From an optimization exercise on the open Yosys and OpenROAD flow, aimed at small area, a short achievable clock period and few clock cycles per item; shortcuts taken in it are not production practice.
Where RTL was checked, it was by simulation tests only, not by an equivalence proof against the original.
Only the layout flow was run in run 5; the RTL was not checked for function there.
Power is estimated from default activity; no workload was simulated.

==> flow/design.v <==
module icache #(
  parameter int WIDTH = 32,
  parameter int LINES = 16,
  parameter int WPL   = 4
) (
  input  logic             clk,
  input  logic             rst,
  input  logic [WIDTH-1:0] pc_fetch,
  input  logic             inv_all,
  output logic [WIDTH-1:0] instr_fetch,
  output logic             stall_pc,
  output logic             mem_req,
  output logic [WIDTH-1:0] mem_addr,
  input  logic [WIDTH-1:0] mem_rdata,
  input  logic             mem_rvalid
);
  localparam int OFF_W    = $clog2(WPL);
  localparam int IDX_W    = $clog2(LINES);
  localparam int LINE_LSB = 2 + OFF_W;
  localparam int TAG_W    = WIDTH - LINE_LSB - IDX_W;
  localparam int LA_W     = WIDTH - LINE_LSB;
  localparam logic [OFF_W-1:0] LAST_BEAT = OFF_W'(WPL - 1);
  logic              open_q;
  logic [LA_W-1:0]   addr_q;
  logic [OFF_W-1:0]  beat_q;
  logic              taint_q;
  logic [LINES-1:0]  valid_q;
  logic [TAG_W-1:0]  tring_q [LINES];
  logic              tpend_q;
  logic [OFF_W-1:0]  rot_q;
  logic [WIDTH-1:0]  ring_q [LINES][WPL];
  logic [WIDTH-1:0]  fb_q   [WPL];
  logic [WPL-1:0]    fb_pend_q;
  logic [IDX_W-1:0]  fb_idx_q [WPL];
  logic [OFF_W-1:0]  pc_off;
  logic [IDX_W-1:0]  pc_idx;
  logic [TAG_W-1:0]  pc_tag;
  logic [IDX_W-1:0]  fill_idx;
  logic [IDX_W-1:0]  wr_idx;
  logic [OFF_W-1:0]  wr_off;
  logic [LINES-1:0]  slot_match;
  logic [LINES-1:0]  tw_start;
  logic [LINES-1:0]  tw_pend;
  logic              ring_hit;
  logic              fill_match;
  logic [LINES-1:0]  slot_sel;
  logic [WPL-1:0]    hi_sel;
  logic [WPL-1:0]    lo_sel;
  logic [LINES-1:0]  slot_wr;
  logic [WPL-1:0]    fb_out;
  logic              part_ok;
  logic              hit;
  logic              start;
  logic              beat;
  logic              last_beat;
  logic              bypass;
  logic              fb_rd;
  logic [WIDTH-1:0]  ring_rd;
  logic [WIDTH-1:0]  slot_word [WPL];
  logic [WIDTH-1:0]  side_rd;
  logic              unused_bits;
  assign pc_off   = pc_fetch[LINE_LSB-1:2];
  assign pc_idx   = pc_fetch[LINE_LSB+IDX_W-1:LINE_LSB];
  assign pc_tag   = pc_fetch[WIDTH-1:LINE_LSB+IDX_W];
  assign fill_idx = addr_q[IDX_W-1:0];
  assign unused_bits = ^pc_fetch[1:0];
  always_comb begin
    for (int q = 0; q < WPL; q++) begin
      hi_sel[q] = (pc_idx[IDX_W-1:OFF_W] == OFF_W'(q));
      lo_sel[q] = (pc_idx[OFF_W-1:0] == OFF_W'(OFF_W'(q) - rot_q));
    end
    ring_hit = 1'b0;
    for (int p = 0; p < LINES; p++) begin
      slot_sel[p]   = hi_sel[p / WPL] && lo_sel[p % WPL];
      slot_match[p] = (tring_q[p] == pc_tag);
      ring_hit      = ring_hit | (slot_sel[p] && slot_match[p]);
    end
    ring_hit = ring_hit && valid_q[pc_idx];
  end
  assign fill_match = (pc_fetch[WIDTH-1:LINE_LSB] == addr_q);
  assign part_ok = open_q && !taint_q &&
                   ((pc_off < beat_q) || ((pc_off == beat_q) && mem_rvalid));
  assign hit      = ring_hit || (fill_match && part_ok);
  assign stall_pc = !hit;
  always_comb begin
    for (int k = 0; k < WPL; k++) begin
      slot_word[k] = '0;
      for (int p = 0; p < LINES; p++)
        slot_word[k] = slot_word[k] | (ring_q[p][k] & {WIDTH{slot_sel[p]}});
    end
  end
  assign ring_rd = slot_word[pc_off];
  assign fb_rd  = fb_pend_q[pc_off] && (fb_idx_q[pc_off] == pc_idx);
  assign bypass = mem_rvalid && (pc_idx == fill_idx) && (pc_off == beat_q);
  assign side_rd     = bypass ? mem_rdata : fb_q[pc_off];
  assign instr_fetch = (bypass || fb_rd) ? side_rd : ring_rd;
  assign start    = !open_q && !ring_hit;
  assign mem_req  = open_q || start;
  assign mem_addr = open_q ? {addr_q, {LINE_LSB{1'b0}}}
                           : {pc_fetch[WIDTH-1:LINE_LSB], {LINE_LSB{1'b0}}};
  assign beat      = mem_rvalid && (open_q || start);
  assign last_beat = beat && open_q && (beat_q == LAST_BEAT);
  assign wr_idx    = open_q ? fill_idx : pc_idx;
  assign wr_off    = open_q ? beat_q : '0;
  always_comb begin
    for (int p = 0; p < LINES; p++) begin
      tw_start[p] = (p % WPL == 0) && start && slot_sel[p + WPL - 1];
      tw_pend[p]  = (p % WPL == 0) && tpend_q &&
                    (fill_idx[IDX_W-1:OFF_W] == OFF_W'(p / WPL)) &&
                    (OFF_W'(fill_idx[OFF_W-1:0] + rot_q + 1'b1) == '0);
    end
  end
  always_comb begin
    for (int k = 0; k < WPL; k++) begin
      fb_out[k] = fb_pend_q[k] &&
                  (OFF_W'(fb_idx_q[k][OFF_W-1:0] + rot_q + 1'b1) == OFF_W'(k));
    end
    for (int p = 0; p < LINES; p++) begin
      slot_wr[p] = fb_out[p % WPL] &&
                   (fb_idx_q[p % WPL][IDX_W-1:OFF_W] == OFF_W'(p / WPL));
    end
  end
  always_ff @(posedge clk) begin
    if (rst) begin
      open_q    <= 1'b0;
      beat_q    <= '0;
      taint_q   <= 1'b0;
      valid_q   <= '0;
      rot_q     <= '0;
      fb_pend_q <= '0;
      tpend_q   <= 1'b0;
    end else begin
      rot_q   <= rot_q + 1'b1;
      tpend_q <= (start && !(|tw_start)) || (tpend_q && !(|tw_pend));
      if (start) begin
        open_q  <= 1'b1;
        beat_q  <= OFF_W'(beat);
        taint_q <= inv_all;
      end else if (open_q) begin
        if (beat) beat_q <= beat_q + 1'b1;
        if (inv_all) taint_q <= 1'b1;
        if (last_beat) open_q <= 1'b0;
      end
      if (inv_all) begin
        valid_q <= '0;
      end else begin
        if (start) valid_q[pc_idx] <= 1'b0;
        if (last_beat && !taint_q) valid_q[fill_idx] <= 1'b1;
      end
      for (int k = 0; k < WPL; k++) begin
        if (fb_out[k]) fb_pend_q[k] <= 1'b0;
      end
      if (beat) fb_pend_q[wr_off] <= 1'b1;
    end
  end
  always_ff @(posedge clk) begin
    if (start) begin
      addr_q <= pc_fetch[WIDTH-1:LINE_LSB];
    end
  end
  always_ff @(posedge clk) begin
    if (beat && !rst) begin
      fb_q[wr_off]     <= mem_rdata;
      fb_idx_q[wr_off] <= wr_idx;
    end
  end
  always_ff @(posedge clk) begin
    for (int p = 0; p < LINES; p++) begin
      if (tw_start[p] || tw_pend[p]) begin
        tring_q[p] <= tpend_q ? addr_q[LA_W-1:IDX_W] : pc_tag;
      end else begin
        tring_q[p] <= tring_q[(p / WPL) * WPL + (p + WPL - 1) % WPL];
      end
    end
    for (int p = 0; p < LINES; p++) begin
      for (int k = 0; k < WPL; k++) begin
        if (k == p % WPL && slot_wr[p]) begin
          ring_q[p][k] <= fb_q[k];
        end else begin
          ring_q[p][k] <= ring_q[(p / WPL) * WPL + (p + WPL - 1) % WPL][k];
        end
      end
    end
  end
endmodule
==> flow/flow/run.sh <==
#!/bin/bash
# The standard layout, with two changes:
# - the port buffers are inserted as plain buf_4 cells instead of the delay
#   cells buffer_ports picks by default;
# - the slow 4-input OR/NOR cells (four PMOS in series) are added to the
#   platform's don't-use list, for synthesis and the resizer alike. The list
#   below is the platform's own DONT_USE_CELLS followed by those cells.
set -euo pipefail
export BUFFER_PORTS_ARGS="-buffer_cell sky130_fd_sc_hd__buf_4"
DU="sky130_fd_sc_hd__probe_p_8 sky130_fd_sc_hd__probec_p_8 sky130_fd_sc_hd__lpflow_bleeder_1 sky130_fd_sc_hd__lpflow_clkbufkapwr_1 sky130_fd_sc_hd__lpflow_clkbufkapwr_16 sky130_fd_sc_hd__lpflow_clkbufkapwr_2 sky130_fd_sc_hd__lpflow_clkbufkapwr_4 sky130_fd_sc_hd__lpflow_clkbufkapwr_8 sky130_fd_sc_hd__lpflow_clkinvkapwr_1 sky130_fd_sc_hd__lpflow_clkinvkapwr_16 sky130_fd_sc_hd__lpflow_clkinvkapwr_2 sky130_fd_sc_hd__lpflow_clkinvkapwr_4 sky130_fd_sc_hd__lpflow_clkinvkapwr_8 sky130_fd_sc_hd__lpflow_decapkapwr_12 sky130_fd_sc_hd__lpflow_decapkapwr_3 sky130_fd_sc_hd__lpflow_decapkapwr_4 sky130_fd_sc_hd__lpflow_decapkapwr_6 sky130_fd_sc_hd__lpflow_decapkapwr_8 sky130_fd_sc_hd__lpflow_inputiso0n_1 sky130_fd_sc_hd__lpflow_inputiso0p_1 sky130_fd_sc_hd__lpflow_inputiso1n_1 sky130_fd_sc_hd__lpflow_inputiso1p_1 sky130_fd_sc_hd__lpflow_inputisolatch_1 sky130_fd_sc_hd__lpflow_isobufsrc_1 sky130_fd_sc_hd__lpflow_isobufsrc_16 sky130_fd_sc_hd__lpflow_isobufsrc_2 sky130_fd_sc_hd__lpflow_isobufsrc_4 sky130_fd_sc_hd__lpflow_isobufsrc_8 sky130_fd_sc_hd__lpflow_isobufsrckapwr_16 sky130_fd_sc_hd__lpflow_lsbuf_lh_hl_isowell_tap_1 sky130_fd_sc_hd__lpflow_lsbuf_lh_hl_isowell_tap_2 sky130_fd_sc_hd__lpflow_lsbuf_lh_hl_isowell_tap_4 sky130_fd_sc_hd__lpflow_lsbuf_lh_isowell_4 sky130_fd_sc_hd__lpflow_lsbuf_lh_isowell_tap_1 sky130_fd_sc_hd__lpflow_lsbuf_lh_isowell_tap_2 sky130_fd_sc_hd__lpflow_lsbuf_lh_isowell_tap_4 sky130_fd_sc_hd__fill_1 sky130_fd_sc_hd__fill_2 sky130_fd_sc_hd__fill_4 sky130_fd_sc_hd__fill_8  sky130_fd_sc_hd__a2111o_1 sky130_fd_sc_hd__a2111o_2 sky130_fd_sc_hd__a2111o_4 sky130_fd_sc_hd__a2111oi_0 sky130_fd_sc_hd__a2111oi_1 sky130_fd_sc_hd__a2111oi_2 sky130_fd_sc_hd__a2111oi_4 sky130_fd_sc_hd__nor4_1 sky130_fd_sc_hd__nor4_2 sky130_fd_sc_hd__nor4_4 sky130_fd_sc_hd__nor4b_1 sky130_fd_sc_hd__nor4b_2 sky130_fd_sc_hd__nor4b_4 sky130_fd_sc_hd__nor4bb_1 sky130_fd_sc_hd__nor4bb_2 sky130_fd_sc_hd__nor4bb_4 sky130_fd_sc_hd__or4_1 sky130_fd_sc_hd__or4_2 sky130_fd_sc_hd__or4_4 sky130_fd_sc_hd__or4b_1 sky130_fd_sc_hd__or4b_2 sky130_fd_sc_hd__or4b_4 sky130_fd_sc_hd__or4bb_1 sky130_fd_sc_hd__or4bb_2 sky130_fd_sc_hd__or4bb_4 "
bash standard.sh "DONT_USE_CELLS=$DU" finish > standard_flow.log 2>&1
==> flow/standard.sh <==
#!/bin/bash
# synth_recipe.tcl (not shown) runs the flow's synth.tcl, then flattens the netlist and writes it again
# the make line also repeats each setting of config.mk as NAME=value (left out here)
make -C /OpenROAD-flow-scripts/flow DESIGN_CONFIG=/design/flow/config.mk WORK_HOME=/design/flow/orfs CLKGATE_MAP_FILE= SYNTH_SCRIPT=/design/flow/synth_recipe.tcl "${@:-finish}"
==> flow/config.mk <==
export PLATFORM = sky130hd
export DESIGN_NAME = icache
export DESIGN_NICKNAME = icache
export VERILOG_FILES = /design/flow/design.v
export SDC_FILE = /design/flow/constraint.sdc
export NUM_CORES = 4
export LEC_CHECK = 0
export CAP_MARGIN = 20
export CORE_MARGIN = 2
export CORE_UTILIZATION = 65
export CTS_BUF_LIST = sky130_fd_sc_hd__clkbuf_16
export CTS_CLUSTER_DIAMETER = 80
export CTS_CLUSTER_SIZE = 24
export SETUP_SLACK_MARGIN = 1.2
export SLEW_MARGIN = 20
==> flow/constraint.sdc <==
create_clock -name core_clock -period 5.5 [get_ports {clk}]
set_input_delay 1.1000 -clock core_clock [delete_from_list [all_inputs] [get_ports {clk}]]
set_output_delay 1.1000 -clock core_clock [all_outputs]
set_load 0.01 [all_outputs]
==> impl_metrics.tcl, run 1 <==
set metrics [dict create \
    cap_violations 0 \
    dr.pass1.iters 8 \
    start_util_pct 65.6 \
    vias 56100 \
    routabilityCongestion 0.881 \
    critPathRequiredTime_ps 4400 \
    num_rows 130 \
    critPathLaunchType "register" \
    drt_iter0_markers 8278 \
    grtUsageTotal_pct 40.9 \
    final_cell_mix "2455 x dfxtp_1, 688 x mux2_2, 428 x xnor2_1, 352 x buf_4, 343 x a22oi_1" \
    synth_cells 6143 \
    antenna_found_initial 11 \
    cp_max_fo 31 \
    max-slew-margin-rel_pct 20.3 \
    io_pins 134 \
    cp.arrival_ps 3690 \
    synth_top_area_cell "dfxtp_1" \
    cts.path.max_buffers 3 \
    grt_pass1_vias 54500 \
    synthTopCellsByArea "dfxtp_1 60%, mux2_2 9.4%, edfxtp_1 6.3%" \
    ys_seq_area_share_pct 65.9 \
    hpwlAfterDp_um 147000 \
    fin_crit_ps 4790 \
    ys_seq_elements 2631 \
    max_freq_mhz 209 \
    post-place-ws_ps 186 \
    cts_buffers 120 \
    grt_overflow 0 \
    port_buffers 127 \
    clock-sinks 2631 \
    die_w_um 360 \
    grt_max_degree 38 \
    fin_crit_sh_pct 87.2 \
    viasPerCell 6.83 \
    status "finished clean" \
    synth_edf_count 172 \
    ys_async_sr_fraction_pct 0 \
    wl_um 276000 \
    setup_viol 0 \
    drive_gt1_share_pct 26.1 \
    ir_worst_vdd_v 0.000386 \
    yosys_warnings 7 \
    drc 0 \
    area_growth_pct 15.9 \
    ant_nets 0 \
    synth_flop_cell "dfxtp_1" \
    grt_pass1_wl_um 387000 \
    postLayoutCoreUtil_pct 76.0 \
    synth_cell_type_count 71 \
    whs_ps 319 \
    p_total_mw 35.1 \
    holdBufCountCts 0 \
    hold_viol 0 \
    criticalPathCategory "reg -> out" \
    setup_tns_ps 0 \
    crit_path_end_kind "output pin" \
    layout_commonest_cell "dfxtp_1" \
    coreArea_um2 126000 \
    rsz0062_at_grt "true" \
    htree_levels 3 \
    final_nets 6568 \
    worst_pin_slew_ps 1200 \
    die_h_um 360 \
    dieArea_um2 130000 \
    p_leak_nw 36.4 \
    clk_latency_ps 810 \
    syn-cell-area_um2 82500 \
    cts_tree "done" \
    pwr_density_cell_nw_per_um2 367 \
    fin_skew_ps 48.9 \
    wire_per_inst_um 33.6 \
    n_fill_cell 7949 \
    avgSynthCellArea_um2 13.4 \
    fin_ws_ps 705 \
    slew_violations 0 \
    synth_top_area_share_pct 59.7 \
    hp-class "reg -> reg" \
    clk_pin_slew_ps 100 \
    cts_root_buffer "clkbuf_16" \
]
==> synth_stat cells, types with 63 or more instances <==
master,number
mux2i_1,63
nand2_1,162
clkbuf_1,219
xnor2_1,428
a21oi_1,96
buf_2,84
a22o_1,213
buf_1,79
a222oi_1,70
nand4_1,171
edfxtp_1,172
dfxtp_1,2459
mux2_2,688
a221oi_1,223
nor2_1,88
a22oi_1,352
nand3_1,84
==> critical path, cell delays in order, from the launching register on <==
cell,delay [ps]
dfxtp_4,450
xor2_4,280
mux2i_4,450
and2_4,350
buf_12,290
a22oi_1,150
o2111a_1,150
nand3_1,160
a21oi_1,120
o31ai_2,300
buf_4,180
==> cell families (layout without fill, tap and decap cells) <==
family	after synthesis	after routing	share of synthesized area, %
other	1	7	0.00455
adder cells (fa/ha/maj)	13	13	0.197
AND/OR/NAND/NOR	674	674	4.40
buffers and inverters	419	830	2.13
multiplexers	800	800	11.5
AO/OA/AOI/OAI	1170	1170	11.2
XOR/XNOR	435	435	4.67
flip-flops	2631	2631	65.9
==> cell type report <==
cell class | instances | area (um^2) | area share (%)
well taps | 1650 | 2060 | 2.16
inverters | 23 | 88.8 | 0.0930
clock buffers | 122 | 3050 | 3.19
clock inverters | 70 | 357 | 0.373
multi-input cells | 3096 | 27700 | 29.0
repair buffers | 615 | 7870 | 8.24
flip-flops and latches | 2631 | 54400 | 56.9
diodes | 3 | 7.51 | 0.00786
==> sequential cells by signal (all words and copies together), names as in the netlist, 2 cells and up <==
register and flops:
addr_q 28, beat_q 2, fb_q 128, tring_q 384, fb_pend_q 4, ring_q 2048
rot_q 2, fb_idx_q 16, valid_q 16
==> through the flow <==
step	std cells	instance area, um^2
2_1_floorplan	6146	82800
5_1_grt	8209	95600
3_5_place_dp	7727	86500
3_3_place_gp	7727	86500
4_1_cts	8165	94600
6_report	8210	95600
==> final timing paths <==
check                              start                      end  slack, ps  cells after the start
hold reg to reg   ring_q[58][24]$_DFF_P_   ring_q[62][24]$_DFF_P_        320                      0
setup reg to reg     rot_q[1]$_SDFF_PP0_  tring_q[12][17]$_DFF_P_       1620                     15
setup / recovery     rot_q[1]$_SDFF_PP0_          instr_fetch[18]        710                     10
hold / removal    ring_q[58][24]$_DFF_P_   ring_q[62][24]$_DFF_P_        320                      0
==> what timing repair did <==
action / 4_1_cts / 5_1_grt
gates cloned: 47 / 9
buffers inserted: 199 / 33
resized for setup: 332 / 84
pin swaps: 141 / 95
setup endpoints to repair: 34 / 34
endpoints found under the hold margin: 0 / 0
==> routing by layer <==
metal | track usage, % | vias up | wire length, um
met5 | 0 | - | 43
met1 | 55.5 | 28200 | 108000
met4 | 20.1 | 8 | 16000
met2 | 63.3 | 3685 | 122000
met3 | 7.99 | 852 | 30200
li1 | - | 23400 | -
==> power breakdown <==
part | internal, mW | switching [mW] | leakage [nW]
logic | 1.68 | 1.83 | 13.0
clock network | 4.09 | 5.98 | 1.87
registers | 20.6 | 0.900 | 21.6
Testbench counts, summed over its fixed seeds: cycles 34,783, fetches 24,000.
==> inputs of run 2 (changes only) <==
--- a/flow/design.v
+++ b/flow/design.v
@@ -47,4 +47,5 @@
   logic [WPL-1:0]    hi_sel;
   logic [WPL-1:0]    lo_sel;
+  logic [WPL-1:0]    lo_dec;
   logic [LINES-1:0]  slot_wr;
   logic [WPL-1:0]    fb_out;
@@ -57,5 +58,4 @@
   logic              fb_rd;
   logic [WIDTH-1:0]  ring_rd;
-  logic [WIDTH-1:0]  slot_word [WPL];
   logic [WIDTH-1:0]  side_rd;
   logic              unused_bits;
@@ -68,5 +68,8 @@
     for (int q = 0; q < WPL; q++) begin
       hi_sel[q] = (pc_idx[IDX_W-1:OFF_W] == OFF_W'(q));
-      lo_sel[q] = (pc_idx[OFF_W-1:0] == OFF_W'(OFF_W'(q) - rot_q));
+      lo_dec[q] = (pc_idx[OFF_W-1:0] == OFF_W'(q));
+    end
+    for (int q = 0; q < WPL; q++) begin
+      lo_sel[q] = lo_dec[OFF_W'(OFF_W'(q) - rot_q)];
     end
     ring_hit = 1'b0;
@@ -84,11 +87,8 @@
   assign stall_pc = !hit;
   always_comb begin
-    for (int k = 0; k < WPL; k++) begin
-      slot_word[k] = '0;
-      for (int p = 0; p < LINES; p++)
-        slot_word[k] = slot_word[k] | (ring_q[p][k] & {WIDTH{slot_sel[p]}});
-    end
+    ring_rd = '0;
+    for (int p = 0; p < LINES; p++)
+      ring_rd = ring_rd | (ring_q[p][pc_off] & {WIDTH{slot_sel[p]}});
   end
-  assign ring_rd = slot_word[pc_off];
   assign fb_rd  = fb_pend_q[pc_off] && (fb_idx_q[pc_off] == pc_idx);
   assign bypass = mem_rvalid && (pc_idx == fill_idx) && (pc_off == beat_q);
==> impl_metrics.tcl, run 2 <==
set metrics [dict create \
    clk_latency_ps 770 \
    grt_pass1_wl_um 343000 \
    largest-register "ring_q" \
    post-place-ws_ps 391 \
    dr.pass1.iters 5 \
    setup_viol 0 \
    synth_cells 5541 \
    criticalPathCategory "in -> out" \
    cap_violations 0 \
    routabilityCongestion 0.971 \
    cts_buffers 121 \
    area_growth_pct 10.6 \
    hold_viol 0 \
    whs_endpoint "ring_q[17][4]$_DFF_P_" \
    largest_reg_flops 2048 \
    r2r_end "fb_q[0][27]$_DFFE_PP_" \
    grt_pass1_vias 49100 \
    power.share.switching_pct 24.3 \
    synth_cell_type_count 58 \
    grtUsageTotal_pct 35.2 \
    reg2reg_depth 14 \
    critPathMaxStageDelay_ps 520 \
    fin_crit_ps 4640 \
    cp.arrival_ps 3540 \
    max-slew-margin-rel_pct 19.6 \
    crit_path_end_kind "output pin" \
    hpwlAfterDp_um 139000 \
    port_buffers 127 \
    ys_seq_area_share_pct 63.5 \
    avgSynthCellArea_um2 15.5 \
    clock-sinks 2631 \
    viasPerCell 6.50 \
    postLayoutCoreUtil_pct 72.3 \
    min-delay-start "ring_q[29][4]$_DFF_P_" \
    cts.path.max_buffers 3 \
    final_cell_mix "2456 x dfxtp_1, 638 x mux2_2, 558 x mux4_2, 405 x xnor2_1, 202 x buf_4" \
    pwr_density_cell_nw_per_um2 367 \
    dpl_cell_area_um2 88900 \
    yosys-top-cells-count "2459 x dfxtp_1, 638 x mux2_2, 558 x mux4_2" \
    p_total_mw 34.8 \
    wire_per_inst_um 32.2 \
    io_pins 134 \
    cellInternalPower_mw 26.3 \
    coreArea_um2 131000 \
    start_util_pct 65.4 \
    ys_async_sr_fraction_pct 0 \
    worst_pin_slew_ps 1210 \
    vias 48600 \
    die_w_um 367 \
    syn-cell-area_um2 85700 \
    synth_edf_count 172 \
    critPathRequiredTime_ps 4400 \
    synthTopCellsByArea "dfxtp_1 57%, mux4_2 15%, mux2_2 8.4%" \
    hold_depth 0 \
    setup_tns_ps 0 \
    drive_gt1_share_pct 32.2 \
    antenna_found_initial 9 \
    slew_violations 0 \
    crit_path_cell_trace "buf_12 -> inv_8 -> ha_4 -> mux4_2 -> buf_6 -> and2_4 -> buf_12 -> nand4_1 -> nand4_1 -> o31ai_4 -> nand2b_4 -> buf_6" \
    synth_flop_cell "dfxtp_1" \
    final_nets 5737 \
    critPathLaunchType "primary input" \
    layout_commonest_cell "dfxtp_1" \
    cts_tree "done" \
    dieArea_um2 135000 \
    comb_power_share_pct 9.6 \
    r2r_start "rot_q[1]$_SDFF_PP0_" \
    fin_skew_ps 26.0 \
    synth_most_common_cell "dfxtp_1" \
    synth_top_area_cell "dfxtp_1" \
    worst-path-stages 12 \
    p_clk_share_pct 28.8 \
    ys_seq_elements 2631 \
    slowest_stage "mux4_2" \
    drc 0 \
    timing.critical_path.buf_inv 5 \
    n_fill_cell 8648 \
    power.share.sequential_pct 61.6 \
    hp-class "reg -> reg" \
    synth_top_area_share_pct 57.4 \
    p_sw_mw 8.45 \
    wl_um 241000 \
    ir_worst_vdd_v 0.000376 \
    fin_ws_ps 858 \
    crit_family "simple AND/OR/NAND/NOR gates" \
    clk_pin_slew_ps 90 \
    num_rows 133 \
    htree_levels 3 \
    yosys_warnings 6 \
    p_leak_nw 35.2 \
    ant_nets 0 \
    postLayoutCellArea_um2 94800 \
    largestRegisters "ring_q x2048, tring_q x384, fb_q x128" \
    fin_crit_sh_pct 84.4 \
    holdBufCountCts 0 \
    status "finished clean" \
    grt_max_degree 82 \
    max_freq_mhz 215 \
    rsz0062_at_grt "true" \
    drt_iter0_markers 5474 \
    grt_overflow 0 \
    ff2ff_setup_slack_ps 1410 \
    cts_root_buffer "clkbuf_16" \
    cp_max_fo 7 \
    die_h_um 367 \
]
[run 2: cell count changes after synthesis, sizes merged, moves of 42 or more]
cell | before | now
a222oi | 70 | 0
a22o | 213 | 0
nand3 | 84 | 24
mux4 | 48 | 558
a22oi | 352 | 257
a21oi | 96 | 54
nand2 | 162 | 37
a221oi | 223 | 0
[run 2: area by class of cell]
type | instances | area [um^2] | share of cell area, %
tap | 1755 | 2200 | 2.32
inverter | 14 | 67.6 | 0.0713
sequential | 2631 | 54400 | 57.4
antenna | 2 | 5.00 | 0.00528
multi-input combinational | 2574 | 30900 | 32.6
clock buffer | 123 | 3080 | 3.25
timing repair buffer | 313 | 3800 | 4.01
clock inverter | 71 | 360 | 0.380
[run 2: layer usage]
| layer | global-route usage (%) | wire length, um |
|---|---|---|
| met1 | 50.9 | 102000 |
| met2 | 54.3 | 110000 |
| met3 | 6.44 | 20600 |
| met4 | 11.5 | 8030 |
| met5 | 0 | 47 |
[run 2: through the flow]
stage	cells	hold slack (ps)
6_report	7483	341
5_1_grt	7482	344
4_1_cts	7463	345
3_5_place_dp	7202	331
3_3_place_gp	7198	327
2_1_floorplan	5544	326
[run 2: power by group through the flow]
stage	logic [mW]	clock network (mW)	registers, mW
CTS	3.23	10.1	21.4
finish	3.33	10.0	21.4
floorplan	2.17	0	21.5
detailed placement	3.04	0	21.8
global placement	3.04	0	21.8
global route	3.47	10.7	21.6
[run 2: kinds of logic after synthesis]
logic type,count (synthesis),share of synthesized area (%)
AOI/OAI and AO/OA,364,3.06
xor gates and xnor gates,431,4.40
adders and majority gates,14,0.204
buffers and inverters,342,1.66
DFF,2631,63.5
muxes,1249,23.7
other,1,0.00438
and+or+nand+nor,509,3.51
[run 2: worst max-delay path by stage]
stage / endpoint / from / slack [ps]
after CTS: mem_req / pc_fetch[5] / 880
after floorplan: fb_idx_q[0][0]$_DFFE_PP_ / pc_fetch[4] / 820
after global routing: instr_fetch[0] / pc_fetch[3] / 870
after global placement: mem_req / pc_fetch[4] / 410
final: mem_req / pc_fetch[5] / 860
after detailed placement: mem_req / pc_fetch[4] / 390
[run 2: worst reg2reg max path, cell delays in order, from the launching register on]
cell and delay, ps:
dfxtp_4 460, mux4_2 600, buf_6 160, and3_4 210, buf_12 150, buf_16 190, buf_4 160, nand2_1 40
or3_1 140, nand4_1 110, o41a_1 460, buf_12 180, and2_4 210, nor3_4 200, buf_12 390
[run 2: repair_timing]
action / CTS / global route
endpoints found under the setup margin: 34 / 58
pin swaps: 50 / 66
gates resized for setup: 164 / 83
setup buffers: 46 / 11
cloned: 21 / 6
Testbench counts of run 2, summed over its fixed seeds: cycles 34,783, fetches 24,000.
==> inputs of run 3 (changes only) <==
--- a/flow/design.v
+++ b/flow/design.v
@@ -29,4 +29,5 @@
   logic              tpend_q;
   logic [OFF_W-1:0]  rot_q;
+  logic [WPL-1:0]    lo_map_q [WPL];   
   logic [WIDTH-1:0]  ring_q [LINES][WPL];
   logic [WIDTH-1:0]  fb_q   [WPL];
@@ -71,5 +72,5 @@
     end
     for (int q = 0; q < WPL; q++) begin
-      lo_sel[q] = lo_dec[OFF_W'(OFF_W'(q) - rot_q)];
+      lo_sel[q] = |(lo_dec & lo_map_q[q]);
     end
     ring_hit = 1'b0;
@@ -166,4 +167,11 @@
   end
   always_ff @(posedge clk) begin
+    for (int q = 0; q < WPL; q++) begin
+      if (rst) begin
+        lo_map_q[q] <= WPL'(1) << q;
+      end else begin
+        lo_map_q[q] <= lo_map_q[(q + WPL - 1) % WPL];
+      end
+    end
     for (int p = 0; p < LINES; p++) begin
       if (tw_start[p] || tw_pend[p]) begin
--- a/flow/config.mk
+++ b/flow/config.mk
@@ -12,4 +12,4 @@
 export CTS_CLUSTER_DIAMETER = 80
 export CTS_CLUSTER_SIZE = 24
-export SETUP_SLACK_MARGIN = 1.2
+export SETUP_SLACK_MARGIN = 1.5
 export SLEW_MARGIN = 20
==> impl_metrics.tcl, run 3 <==
set metrics [dict create \
    cts_buffers 130 \
    top_layer "met5" \
    hold_viol 0 \
    power.share.switching_pct 23.6 \
    start_util_pct 65.5 \
    postLayoutCellArea_um2 97000 \
    setup_viol 0 \
    layout_commonest_cell "dfxtp_1" \
    final_cell_mix "2473 x dfxtp_1, 577 x mux2_2, 554 x mux4_2, 410 x xnor2_1, 221 x buf_4" \
    fin_crit_sh_pct 80.4 \
    power.share.sequential_pct 60.9 \
    cellInternalPower_mw 26.7 \
    routabilityCongestion 0.924 \
    synth_top_area_share_pct 57.6 \
    vias 48700 \
    ys_seq_elements 2647 \
    cap_violations 0 \
    wl_um 244000 \
    holdBufCountCts 0 \
    p_clk_share_pct 30.4 \
    cts_tree "done" \
    ys_seq_area_share_pct 63.6 \
    seq_area_um2 54700 \
    grt_pass1_vias 48700 \
    route.met3.wl_um 22300 \
    criticalPathCategory "in -> out" \
    yosys_warnings 7 \
    hp-class "reg -> reg" \
    clock-sinks 2647 \
    synth_flop_cell "dfxtp_1" \
    grt_pass1_wl_um 343000 \
    cp.arrival_ps 3320 \
    ff2ff_setup_slack_ps 1950 \
    min-delay-start "ring_q[62][31]$_DFF_P_" \
    ys_async_sr_fraction_pct 0 \
    synth_most_common_cell "dfxtp_1" \
    r2r_start "lo_map_q[2][0]$_SDFF_PP0_" \
    clk_latency_ps 790 \
    whs_ps 331 \
    drt_iter0_markers 5546 \
    num_rows 133 \
    critPathLaunchType "primary input" \
    synth_edf_count 172 \
    cts.path.max_buffers 3 \
    fin_skew_ps 31.5 \
    critPathRequiredTime_ps 4400 \
    htree_levels 4 \
    io_pins 134 \
    largest_reg_flops 2048 \
    cp_max_fo 6 \
    wire_per_inst_um 32.4 \
    coreArea_um2 131000 \
    drc 0 \
    port_buffers 127 \
    crit_path_end_kind "output pin" \
    cts_root_buffer "clkbuf_16" \
    comb_power_share_pct 8.7 \
    ir_worst_vdd_v 0.000336 \
    wl_met2_um 112000 \
    status "finished clean" \
    area_growth_pct 12.7 \
    reg2reg_depth 14 \
    synth_cells 5492 \
    avgSynthCellArea_um2 15.7 \
    grtUsageTotal_pct 35.1 \
    synth_cell_type_count 56 \
    syn-cell-area_um2 86100 \
    final_nets 5782 \
    fin_crit_ps 4420 \
    largestRegisters "ring_q x2048, tring_q x384, fb_q x128" \
    clk_pin_slew_ps 90 \
    setup_tns_ps 0 \
    worst_pin_slew_ps 1230 \
    max_freq_mhz 226 \
    ant_nets 0 \
    max-slew-margin-rel_pct 18.0 \
    p_sw_mw 8.22 \
    synthTopCellsByArea "dfxtp_1 58%, mux4_2 14%, mux2_2 7.5%" \
    dr.pass1.iters 6 \
    viasPerCell 6.46 \
    grt_max_degree 51 \
    multi_input_area_um2 30800 \
    hpwlAfterDp_um 135000 \
    die_h_um 368 \
    rsz0062_at_grt "true" \
    pwr_density_cell_nw_per_um2 360 \
    grt_overflow 0 \
    met1_length_um 102000 \
    largest-register "ring_q" \
    r2r_end "fb_q[0][15]$_DFFE_PP_" \
    synth_top_area_cell "dfxtp_1" \
    die_w_um 368 \
    dieArea_um2 135000 \
    p_leak_nw 36.5 \
    n_fill_cell 8352 \
    hold_depth 0 \
    antenna_found_initial 6 \
    whs_endpoint "ring_q[50][31]$_DFF_P_" \
    dpl_cell_area_um2 89600 \
    yosys-top-cells-count "2475 x dfxtp_1, 577 x mux2_2, 554 x mux4_2" \
    slew_violations 0 \
    drive_gt1_share_pct 33.4 \
]
-- run 3: cell types whose count changed in the layout (fill, tap and decap cells not counted), moves of 20 or more --
cell / previous run / this run
nor3_2: 33 / 8
a22oi_1: 160 / 214
mux2_2: 638 / 577
mux2_4: 0 / 80
and4_1: 75 / 11
a21oi_4: 1 / 27
clkbuf_16: 126 / 152
mux2_1: 20 / 0
a22oi_2: 97 / 51
-- run 3: cell type report --
type	count	share of cell area [%]
Antenna cell	2	0.00516
Clock buffer	137	3.54
Clock inverter	74	0.356
Inverter	19	0.0968
Multi-Input combinational cell	2507	31.8
Sequential cell	2647	56.4
Tap cell	1755	2.26
Timing Repair Buffer	395	5.50
-- run 3: timing repair --
item | CTS | global route
endpoints found under the hold margin | 0 | 0
buffers inserted | 64 | 57
endpoints found under the setup margin | 70 | 54
gates cloned | 33 | 19
pin swaps | 30 | 48
gates resized for setup | 96 | 96
-- run 3: kinds of logic (layout without fill, tap and decap cells) --
kind of cell | after synthesis | count (layout) | synth area share [%]
simple gates | 428 | 428 | 2.80
buf+inv | 341 | 625 | 1.80
compound gates | 387 | 387 | 3.41
mux | 1244 | 1244 | 23.8
fa+ha+maj | 14 | 14 | 0.204
other cells | 1 | 6 | 0.00436
flops | 2647 | 2647 | 63.6
xor+xnor | 430 | 430 | 4.38
-- run 3: metal layers --
metal	vias up	GRT usage, %
li1	20600	-
met1	25300	50.7
met2	2350	53.7
met3	439	7.37
met4	12	10.7
met5	-	0.285
-- run 3: how the worst max path moves through the flow --
stage | startpoint | endpoint | slack, ps | cells after the start
5_1_grt | pc_fetch[4] | instr_fetch[0] | 1070 | 11
3_5_place_dp | pc_fetch[4] | fb_q[0][20]$_DFFE_PP_ | 590 | 13
4_1_cts | pc_fetch[2] | instr_fetch[28] | 1160 | 10
6_report | pc_fetch[2] | instr_fetch[28] | 1080 | 11
3_3_place_gp | pc_fetch[4] | instr_fetch[28] | 610 | 11
2_1_floorplan | pc_fetch[5] | fb_idx_q[0][0]$_DFFE_PP_ | 770 | 13
-- run 3: metrics by stage --
stage	std cells	util (%)	power (mW)	setup WS, ps
detailed placement	7150	68.2	24.3	588
global route	7534	73.8	35.9	1070
floorplan	5495	-	23.4	767
CTS	7458	72.7	34.8	1160
global placement	7150	68.2	24.3	609
finish	7536	73.8	34.9	1080
-- run 3: power groups by stage --
stage	registers (mW)	logic, mW	clock network [mW]
floorplan	21.4	1.99	0
global placement	21.6	2.68	0
detailed placement	21.7	2.68	0
CTS	21.2	2.90	10.7
global route	21.4	3.15	11.4
finish	21.3	3.02	10.6
-- run 3: critical path, stage by stage --
cell and delay [ps]:
buf_16 130, mux4_2 560, xnor2_2 160, nor3_2 200, a31o_4 270, buf_12 160, buf_16 170, buf_12 140
nor3_4 40, a21oi_2 190, buf_4 160
Testbench counts of run 3, summed over its fixed seeds: cycles 34,783, fetches 24,000.
==> inputs of run 4 (changes only) <==
--- a/flow/config.mk
+++ b/flow/config.mk
@@ -12,4 +12,4 @@
 export CTS_CLUSTER_DIAMETER = 80
 export CTS_CLUSTER_SIZE = 24
-export SETUP_SLACK_MARGIN = 1.5
+export SETUP_SLACK_MARGIN = 1.2
 export SLEW_MARGIN = 20
==> impl_metrics.tcl, run 4 <==
set metrics [dict create \
    cap_violations 0 \
    hold_depth 0 \
    synth_cells 5492 \
    yosys-top-cells-count "2475 x dfxtp_1, 577 x mux2_2, 554 x mux4_2" \
    largest-register "ring_q" \
    critPathMaxStageDelay_ps 490 \
    synth_flop_cell "dfxtp_1" \
    syn-cell-area_um2 86100 \
    io_pins 134 \
    rsz0062_at_grt "true" \
    criticalPathCategory "in -> out" \
    final_cell_mix "2473 x dfxtp_1, 577 x mux2_2, 554 x mux4_2, 414 x xnor2_1, 241 x buf_4" \
    synth_most_common_cell "dfxtp_1" \
    cts_root_buffer "clkbuf_16" \
    whs_endpoint "ring_q[44][7]$_DFF_P_" \
    clk_latency_ps 780 \
    setup_tns_ps 0 \
    max-slew-margin-rel_pct 17.1 \
    drt_iter0_markers 5169 \
    htree_levels 3 \
    drc 0 \
    start_util_pct 65.5 \
    slew_violations 0 \
    cts_buffers 121 \
    avgSynthCellArea_um2 15.7 \
    fin_skew_ps 55.6 \
    synth_top_area_share_pct 57.6 \
    reg2reg_depth 15 \
    coreArea_um2 131000 \
    yosys_warnings 7 \
    hpwlAfterDp_um 137000 \
    layout_commonest_cell "dfxtp_1" \
    cp_max_fo 20 \
    cts_tree "done" \
    port_buffers 127 \
    critPathRequiredTime_ps 4400 \
    routabilityCongestion 0.952 \
    hold_viol 0 \
    grtUsageTotal_pct 34.5 \
    r2r_start "lo_map_q[3][0]$_SDFF_PP0_" \
    ys_async_sr_fraction_pct 0 \
    ys_seq_elements 2647 \
    p_leak_nw 36.1 \
    final_nets 5763 \
    grt_overflow 0 \
    min-delay-start "ring_q[40][7]$_DFF_P_" \
    crit_path_cell_trace "buf_4 -> xnor2_1 -> nand4_1 -> nor2_1 -> nand2_1 -> nand4b_1 -> nand4_1 -> o31ai_4 -> buf_6 -> nand2b_4 -> buf_4" \
    dieArea_um2 135000 \
    hp-class "reg -> reg" \
    largestRegisters "ring_q x2048, tring_q x384, fb_q x128" \
    status "finished clean" \
    setup_viol 0 \
    fin_crit_ps 4390 \
    largest_reg_flops 2048 \
    num_rows 133 \
    worst_pin_slew_ps 1230 \
    n_fill_cell 8408 \
    synth_cell_type_count 56 \
    vias 48200 \
    viasPerCell 6.42 \
    clk_pin_slew_ps 100 \
    antenna_found_initial 10 \
    dpl_cell_area_um2 89600 \
    slowest_stage "xnor2_1" \
    die_w_um 368 \
    postLayoutCellArea_um2 96000 \
    ys_seq_area_share_pct 63.6 \
    synth_edf_count 172 \
    synthTopCellsByArea "dfxtp_1 58%, mux4_2 14%, mux2_2 7.5%" \
    synth_top_area_cell "dfxtp_1" \
    dr.pass1.iters 8 \
    grt_pass1_wl_um 338000 \
    critPathLaunchType "primary input" \
    fin_crit_sh_pct 79.9 \
    holdBufCountCts 0 \
    grt_max_degree 46 \
    max_freq_mhz 228 \
    cts.path.max_buffers 3 \
    wire_per_inst_um 31.7 \
    pwr_density_cell_nw_per_um2 358 \
    drive_gt1_share_pct 32.6 \
    r2r_end "fb_q[0][27]$_DFFE_PP_" \
    p_total_mw 34.4 \
    grt_pass1_vias 48100 \
    postLayoutCoreUtil_pct 73.0 \
    cp.arrival_ps 3290 \
    ant_nets 0 \
    die_h_um 368 \
    whs_ps 316 \
    ir_worst_vdd_v 0.000392 \
    area_growth_pct 11.6 \
    ff2ff_setup_slack_ps 1930 \
    crit_path_end_kind "output pin" \
    clock-sinks 2647 \
    wl_um 238000 \
]
-- run 4: cell counts after synthesis --
Identical to the previous run, type by type.
-- run 4: cell type report --
| type | count | area, um^2 | area share [%] |
|---|---|---|---|
| antenna | 3 | 7.51 | 0.00782 |
| clock buffer | 126 | 3150 | 3.28 |
| clock inverter | 66 | 337 | 0.351 |
| inverter | 19 | 86.3 | 0.0899 |
| multi-input combinational | 2507 | 30600 | 31.9 |
| sequential | 2647 | 54700 | 57.0 |
| tap | 1755 | 2200 | 2.29 |
| timing repair buffer | 385 | 4930 | 5.14 |
-- run 4: worst max-delay path by stage --
stage               slack (ps)    startpoint                  endpoint  cells past startpoint
floorplan                  770   pc_fetch[5]  fb_idx_q[0][0]$_DFFE_PP_                     13
global placement           570   pc_fetch[4]            instr_fetch[6]                     10
detailed placement         570   pc_fetch[4]            instr_fetch[6]                     10
CTS                       1180   pc_fetch[2]           instr_fetch[20]                     11
global route              1100   pc_fetch[2]           instr_fetch[18]                     10
finish                    1110  pc_fetch[12]                   mem_req                     11
-- run 4: worst max-delay path, delay by kind of cell --
family          cells  cell delay, ps
simple gates        6            1090
buf+inv             3             510
xor+xnor            1             490
compound gates      1              90
-- run 4: repair_timing --
action / in CTS / in global routing
gates resized for setup: 113 / 58
buffers inserted: 75 / 22
gates cloned: 28 / 9
pin swaps: 54 / 23
setup endpoints to repair: 34 / 34
-- run 4: power breakdown --
group	switching [mW]	internal [mW]
clock	5.95	4.20
combinational	1.38	1.57
sequential	0.747	20.5
total	8.08	26.3
-- run 4: kinds of logic after synthesis --
| kind of cell | synth area share [%] |
|---|---|
| compound gates | 3.41 |
| fa+ha+maj | 0.204 |
| flops | 63.6 |
| other cells | 0.00436 |
| buf+inv | 1.80 |
| simple gates | 2.80 |
| xor+xnor | 4.38 |
| mux | 23.8 |
-- run 4: metal layers --
layer  routed length [um]  global-route usage (%)  part of all wire, %
met5                  128                       0                0.054
met4                 7800                    9.99                  3.3
met3                20400                    6.28                  8.5
met2               108000                    52.6                   45
met1               102000                    50.8                   43
-- run 4: stage by stage --
stage          setup WS, ps  std cells
6_report               1110       7508
5_1_grt                1100       7507
4_1_cts                1180       7474
3_5_place_dp            569       7179
3_3_place_gp            575       7177
2_1_floorplan           767       5495
==> inputs of run 5 (changes only) <==
--- a/flow/design.v
+++ b/flow/design.v
@@ -41,4 +41,5 @@
   logic [OFF_W-1:0]  wr_off;
   logic [LINES-1:0]  slot_match;
+  logic [LINES-1:0]  slot_valid;
   logic [LINES-1:0]  tw_start;
   logic [LINES-1:0]  tw_pend;
@@ -77,8 +78,8 @@
     for (int p = 0; p < LINES; p++) begin
       slot_sel[p]   = hi_sel[p / WPL] && lo_sel[p % WPL];
-      slot_match[p] = (tring_q[p] == pc_tag);
+      slot_valid[p] = |(valid_q[(p / WPL) * WPL +: WPL] & lo_map_q[p % WPL]);
+      slot_match[p] = (tring_q[p] == pc_tag) && slot_valid[p];
       ring_hit      = ring_hit | (slot_sel[p] && slot_match[p]);
     end
-    ring_hit = ring_hit && valid_q[pc_idx];
   end
   assign fill_match = (pc_fetch[WIDTH-1:LINE_LSB] == addr_q);
==> impl_metrics.tcl, run 5 <==
set metrics [dict create \
    r2r_start "lo_map_q[3][2]$_SDFF_PP0_" \
    dr.pass1.iters 6 \
    coreArea_um2 133000 \
    die_h_um 369 \
    die_w_um 369 \
    grtUsageTotal_pct 37.1 \
    largest_reg_flops 2048 \
    timing.critical_path.buf_inv 7 \
    drt_iter0_markers 6075 \
    clock-sinks 2647 \
    port_buffers 127 \
    cp.arrival_ps 3450 \
    num_rows 134 \
    hold_depth 0 \
    ys_seq_area_share_pct 63.1 \
    final_cells 7695 \
    min-delay-start "ring_q[34][22]$_DFF_P_" \
    fin_crit_ps 4550 \
    final_nets 5925 \
    cts_tree "done" \
    criticalPathCategory "in -> out" \
    start_util_pct 65.2 \
    whs_endpoint "ring_q[38][22]$_DFF_P_" \
    synth_flop_cell "dfxtp_1" \
    ant_nets 0 \
    largestRegisters "ring_q x2048, tring_q x384, fb_q x128" \
    layout_commonest_cell "dfxtp_1" \
    placed_cells 7343 \
    synthTopCellsByArea "dfxtp_1 57%, mux4_2 14%, mux2_2 8.2%" \
    synth_top_area_cell "dfxtp_1" \
    setup_viol 0 \
    syn-cell-area_um2 86700 \
    p_total_mw 35.2 \
    largest-register "ring_q" \
    ff2ff_setup_slack_ps 1290 \
    worst_pin_slew_ps 1210 \
    cts_buffers 130 \
    area_growth_pct 11.6 \
    cap_violations 0 \
    antenna_found_initial 13 \
    clk_latency_ps 810 \
    htree_levels 4 \
    holdBufCountCts 0 \
    grt_max_degree 82 \
    rsz0062_at_grt "true" \
    hp-class "reg -> reg" \
    max_freq_mhz 220 \
    drive_gt1_share_pct 31.4 \
    synth_edf_count 172 \
    dieArea_um2 136000 \
    grt_pass1_wl_um 361000 \
    cts.path.max_buffers 3 \
    pwr_density_cell_nw_per_um2 363 \
    slew_violations 0 \
    hold_viol 0 \
    crit_path_cell_trace "buf_12 -> inv_8 -> ha_4 -> buf_4 -> a22oi_2 -> buf_12 -> a21oi_4 -> buf_6 -> and4_1 -> nand4_1 -> nand4_1 -> nor3_1 -> nand4_1 -> buf_6 -> a31oi_4 -> buf_6" \
    critPathLaunchType "primary input" \
    p_leak_nw 36.1 \
    synth_cells 5655 \
    synth_cell_type_count 56 \
    yosys_warnings 7 \
    crit_family "buffers and inverters" \
    seq_area_um2 54700 \
    status "finished clean" \
    synth_most_common_cell "dfxtp_1" \
    ys_seq_elements 2647 \
    multi_input_area_um2 31400 \
    wire_per_inst_um 33.1 \
    max-slew-margin-rel_pct 19.0 \
    setup_tns_ps 0 \
    cts_root_buffer "clkbuf_16" \
    viasPerCell 6.60 \
    routabilityCongestion 1.03 \
    avgSynthCellArea_um2 15.3 \
    fin_crit_sh_pct 82.7 \
    crit_start "pc_fetch[5]" \
    vias 50800 \
    synth_top_area_share_pct 57.1 \
    n_fill_cell 8534 \
    fin_skew_ps 34.9 \
    grt_pass1_vias 50800 \
    ys_async_sr_fraction_pct 0 \
    ir_worst_vdd_v 0.000373 \
    drc 0 \
    wl_um 255000 \
    yosys-top-cells-count "2475 x dfxtp_1, 628 x mux2_2, 549 x mux4_2" \
    reg2reg_depth 11 \
    clk_pin_slew_ps 100 \
    slowest_stage "a22oi_2" \
    grt_overflow 0 \
    critPathRequiredTime_ps 4400 \
    io_pins 134 \
    cp_max_fo 6 \
    critPathMaxStageDelay_ps 230 \
    crit_path_end_kind "output pin" \
    final_cell_mix "2473 x dfxtp_1, 628 x mux2_2, 549 x mux4_2, 402 x xnor2_1, 229 x buf_4" \
    r2r_end "tring_q[12][22]$_DFF_P_" \
    hpwlAfterDp_um 146000 \
]
-- run 5: cell count changes in the layout (fill, tap and decap cells not counted), moves of 13 or more --
cell | before | now
mux2_1 | 0 | 29
xor2_1 | 11 | 29
mux2_4 | 80 | 0
buf_12 | 63 | 48
nand4_1 | 180 | 196
nand2_1 | 46 | 77
a21oi_1 | 22 | 37
nor3_1 | 14 | 48
and4_1 | 11 | 57
mux2_2 | 577 | 628
a211oi_1 | 2 | 23
a22oi_2 | 43 | 60
nor3b_1 | 16 | 3
-- run 5: how the worst max path moves through the flow --
stage                 endpoint  depth (start not counted)
2_1_floorplan  instr_fetch[24]                          7
3_3_place_gp   instr_fetch[30]                         12
3_5_place_dp           mem_req                         13
4_1_cts               stall_pc                         15
5_1_grt                mem_req                         14
6_report              stall_pc                         16
-- run 5: stage by stage --
step                      instance area, um^2  setup WS (ps)  util [%]  hold slack, ps
after floorplan                         86800           1210         -             326
after global placement                  90000            172      67.7             327
after detailed placement                90000            145      67.7             331
after CTS                               96000           1020      72.2             333
after global routing                    96800            947      72.8             346
final                                   96800            954      72.8             328
-- run 5: final cells by class --
class                   instances  area share [%]
diodes                          9          0.0233
flip-flops and latches       2647            56.5
multi-input cells            2682            32.4
clock buffers                 134            3.46
well taps                    1768            2.29
repair buffers                367            4.87
clock inverters                73           0.359
inverters                      15          0.0737
-- run 5: cells by family (layout without fill, tap and decap cells) --
family / Yosys count / count (layout) / synth area share, %
xor+xnor: 432 / 432 / 4.36
flops: 2647 / 2647 / 63.1
buf+inv: 329 / 589 / 1.71
simple gates: 559 / 559 / 3.74
compound gates: 434 / 434 / 3.70
mux: 1239 / 1239 / 23.2
fa+ha+maj: 14 / 14 / 0.202
other cells: 1 / 13 / 0.00433
-- run 5: timing repair --
| action | in CTS | in global routing |
|---|---|---|
| setup buffers | 76 | 21 |
| setup endpoints to repair | 100 | 41 |
| resized for setup | 122 | 100 |
| pin swaps | 30 | 39 |
| cloned | 32 | 7 |
-- run 5: report_power, final --
group	switching (mW)	total (mW)	internal, mW
sequential	0.793	21.4	20.6
clock	6.01	10.5	4.47
combinational	1.71	3.28	1.57
-- run 5: per-layer routing --
layer | track usage (%) | up-vias | routed length, um
met1 | 53.0 | 26400 | 105000
met5 | 0 | - | 16
li1 | - | 21300 | -
met4 | 14.1 | 2 | 10300
met2 | 55.9 | 2594 | 115000
met3 | 7.93 | 511 | 23700

[separate check: timing with driven ports]
In the flow no input, the clock included, has a driving cell. The finished layouts below were timed again as built, in two steps.
Step 1, drivers: a clkbuf_16 drives clk and a buf_2 each remaining input, both assumed.
Step 2, shift: input delay + t, output delay - t, t = (earliest + latest rising clock arrival at the registers) / 2. This alone moves slack from input paths to output paths.
a / b / c = ideal / step 1 / step 2; a / b = the first two.
| run | shift t [ns] | slack for setup (ns) | cell pins on the clock port's net |
|---|---|---|---|
| run 1 | 0.856 | 0.705 / 0.629 / 0.629 | 1 |
| run 2 | 0.844 | 0.858 / 0.775 / 0.428 | 1 |
| run 3 | 0.847 | 1.078 / 0.846 / 0.727 | 1 |
| run 4 | 0.842 | 1.107 / 0.931 / 0.732 | 1 |
| run 5 | 0.876 | 0.954 / 0.785 / 0.301 | 1 |
After both steps every run listed still meets setup and hold. The setup slack of run 5, which loses most, moves by -0.169 ns with the drivers and by -0.653 ns with both steps.
